What follows belongs to an exercise in optimizing a design on an open flow for small area, a short achievable clock period and few clock cycles per item; a production flow would make more cautious choices. The RTL was checked by simulation tests, not by an equivalence proof against the original design. Power and IR drop assume default switching activity.

Design lane_runner_solver, start of the top module:
module lane_runner_solver
#(
  parameter int LANES = 4,
  parameter int COLS  = 64,
  parameter int LW    = $clog2(LANES)
) (
  input  wire logic             clk,
  input  wire logic             rst,
  input  wire logic             in_valid,
  input  wire logic [LW-1:0]    init,
  input  wire logic [2*LANES-1:0] in_map,
  output wire logic             out_valid,
  output wire logic [1:0]       out,
  output wire logic [LW-1:0]    lane_out,
  output wire logic             no_path
);
  localparam int CW = $clog2(COLS);
  localparam int PL = COLS - 2;
  localparam int PW = 2 * PL;
  logic          load_q;       
  logic          emit_q;       
  logic [CW-1:0] cnt_q;
  logic          a_first_q;    
  logic          a_step_q;     
  logic          a_last_q;     
  logic [LW-1:0] init_q;
  logic [LANES-1:0] road_q;    
  logic [LANES-1:0] low_q;     
  logic [LANES-1:0] stl_q;     
  logic [LANES-1:0]            reach_q;   
  logic [LANES-1:0][LANES-1:0] ord_q;     
  logic [LANES-1:0][PW-1:0]    path_q;    
  logic [LANES-1:0]            esel_q;    
  logic                 out_valid_q;
  logic [1:0]           out_q;
  logic [LW-1:0]        lane_out_q;
  logic                 no_path_q;
  logic [LANES-1:0] w_road, w_low, w_stl;
  for (genvar l = 0; l < LANES; l++) begin : g_dec
    assign w_road[l] = (in_map[2*l +: 2] == lane_runner_pkg::CELL_ROAD);
    assign w_low[l]  = (in_map[2*l +: 2] == lane_runner_pkg::CELL_LOW);
  ...
For scale: roughly 2100 cells after synthesis, about 540 flip-flops, about 19 I/O pins, about 20000 um2 of cells after synthesis.
clock: 5.5 ns
lec_check: 0
cap_margin: 20
core_margin: 2
core_utilization: 40
slew_margin: 20
run.sh (not shown) runs the stock make flow with config.mk's settings and CLKGATE_MAP_FILE= SYNTH_SCRIPT=/design/flow/synth_recipe.tcl, a recipe that flattens the netlist after the stock synthesis.
The starting point went through all stages and came out clean.
Testbench counts at the start, summed over its fixed seeds: cycles 130,290, maps 1,200.
Rerun with:
- SETUP_SLACK_MARGIN: default -> 2.6
What happened: Synthesized area is unchanged; routed wire length is about the same; clock skew is about the same; non-clock buffer count stays the same; synthesized cell count does not change.

* * *

lane_runner_solver, a different RTL version from the one above (not shown whole).
Size in the first run: about 1400 cells after synthesis, roughly 550 flip-flops, roughly 0.018 mm^2 of cells after synthesis.
Settings: LEC_CHECK=0, CAP_MARGIN=20, CORE_MARGIN=2, CORE_UTILIZATION=80, CTS_CLUSTER_DIAMETER=100, CTS_CLUSTER_SIZE=25, PLACE_DENSITY=0.88, SETUP_SLACK_MARGIN=3.4, SLEW_MARGIN=20; clock period 5.5 ns.
Testbench counts at the start, summed over its fixed seeds: cycles 130,290, maps 1,200.
Next try:
Settings changed: CORE_UTILIZATION 80 to 40, PLACE_DENSITY 0.88 to default.
Result: The new run went through all stages and came out clean. Cell area came out higher by 2.1%. Count of clock-buffer cells in the layout came out lower by 1. Utilization came out lower by 42 points. Non-clock buffer count came out higher by 1. Critical path depth stays the same. Wire length came out higher by 0.60%. Cell count came out higher by 19%. Total power is about the same. Register-to-register slack is worse by 0.04 ns. Via count came out lower by 3.5%.
Next try:
Settings changed: CORE_UTILIZATION 40 to 65, PLACE_DENSITY from default to 0.75, SETUP_SLACK_MARGIN 3.4 to 3.6.
Result: Routed wire length grows slightly. Worst setup slack is better by 0.029 ns. Cell area shrinks slightly. Utilization went up by 26 points. Total power hardly moves. Fmax is higher slightly. Cell count went down by roughly a tenth. Via count increases by a few percent. Die area falls by well over a third.
Next try:
Settings changed: CORE_UTILIZATION 65 to 55, PLACE_DENSITY 0.75 to 0.65, SETUP_SLACK_MARGIN 3.6 to 3.4.
What happened: Cell area drops by 0.62%. Worst setup slack got worse by 0.017 ns. Count of clock-buffer cells in the layout drops by 1. Wire length drops by 0.80%. Synthesized cell count is unchanged. Synthesized area is unchanged. Combinational power drops by about 3%. Global-route usage drops by 4.3 points.
Next try:
Settings changed: CORE_UTILIZATION 55 to 65, PLACE_DENSITY 0.65 to 0.75, SETUP_SLACK_MARGIN 3.4 to 3.3.
The changed run passed the timing, design-rule and antenna checks.
First-iteration DRC count came out lower by a few percent.
Routed wire length shrinks by a few percent.
Final area fell slightly.
Register-to-register slack loses 0.09 ns.
Non-clock buffer count is unchanged.
Core utilization went up by 10 points.
Fmax barely changes.
Via count decreases slightly.
Count of clock-buffer cells in the layout came out higher by 2.
Next try:
Settings changed: CTS_CLUSTER_DIAMETER 100 to 80, CTS_CLUSTER_SIZE 25 to 20, SETUP_SLACK_MARGIN 3.3 to 3.45.
After rerunning: Design area grows by 1.0%; via count is about the same; routed wire length increases by 2.0%; synthesized area is unchanged; sequential power is about the same.

what the ideal ports hide:
The results above use ideal ports. As a check the final layouts listed here were re-extracted and re-timed, cells and wires unchanged. Step 1: set_driving_cell puts a clkbuf_16 on clk and a buf_2 on each other input, an assumption about the parent block. Step 2 moves the port delays by t, midway between the first and last clock arrival at a register: inputs arrive t later, outputs are due t later. That takes back most of the time a late clock gives input paths. Slacks: ideal / step 1 / step 2; pairs: ideal / step 1.
run | t, ns | slack for setup (ns) | worst hold slack (ns) | worst setup path at the end | clock arrival spread, ns
the first run of note 1 | 0.642 | 2.748 / 2.748 / 2.748 | 0.431 / 0.431 / 0.431 | register to register | 0.021 / 0.020
the second run of note 1 | 0.641 | 2.725 / 2.725 / 2.725 | 0.431 / 0.431 / 0.431 | register to register | 0.019 / 0.019
the first run of note 2 | 0.597 | 3.409 / 3.359 / 3.044 | 0.362 / 0.362 / 0.362 | input to register | 0.019 / 0.019
the second run of note 2 | 0.613 | 3.374 / 3.326 / 3.067 | 0.348 / 0.348 / 0.348 | input to register | 0.016 / 0.017
the third run of note 2 | 0.606 | 3.403 / 3.351 / 3.100 | 0.345 / 0.345 / 0.345 | input to register | 0.030 / 0.030
the fourth run of note 2 | 0.605 | 3.386 / 3.333 / 3.042 | 0.351 / 0.351 / 0.351 | input to register | 0.022 / 0.021
the fifth run of note 2 | 0.601 | 3.384 / 3.335 / 3.010 | 0.358 / 0.358 / 0.358 | input to register | 0.019 / 0.018
the sixth run of note 2 | 0.629 | 3.382 / 3.335 / 3.023 | 0.356 / 0.356 / 0.356 | input to register | 0.011 / 0.011
After both steps setup and hold are still met in every run listed. For the fifth run of note 2, which loses most, drivers alone change the setup slack by -0.049 ns; drivers and shift together by -0.374 ns.
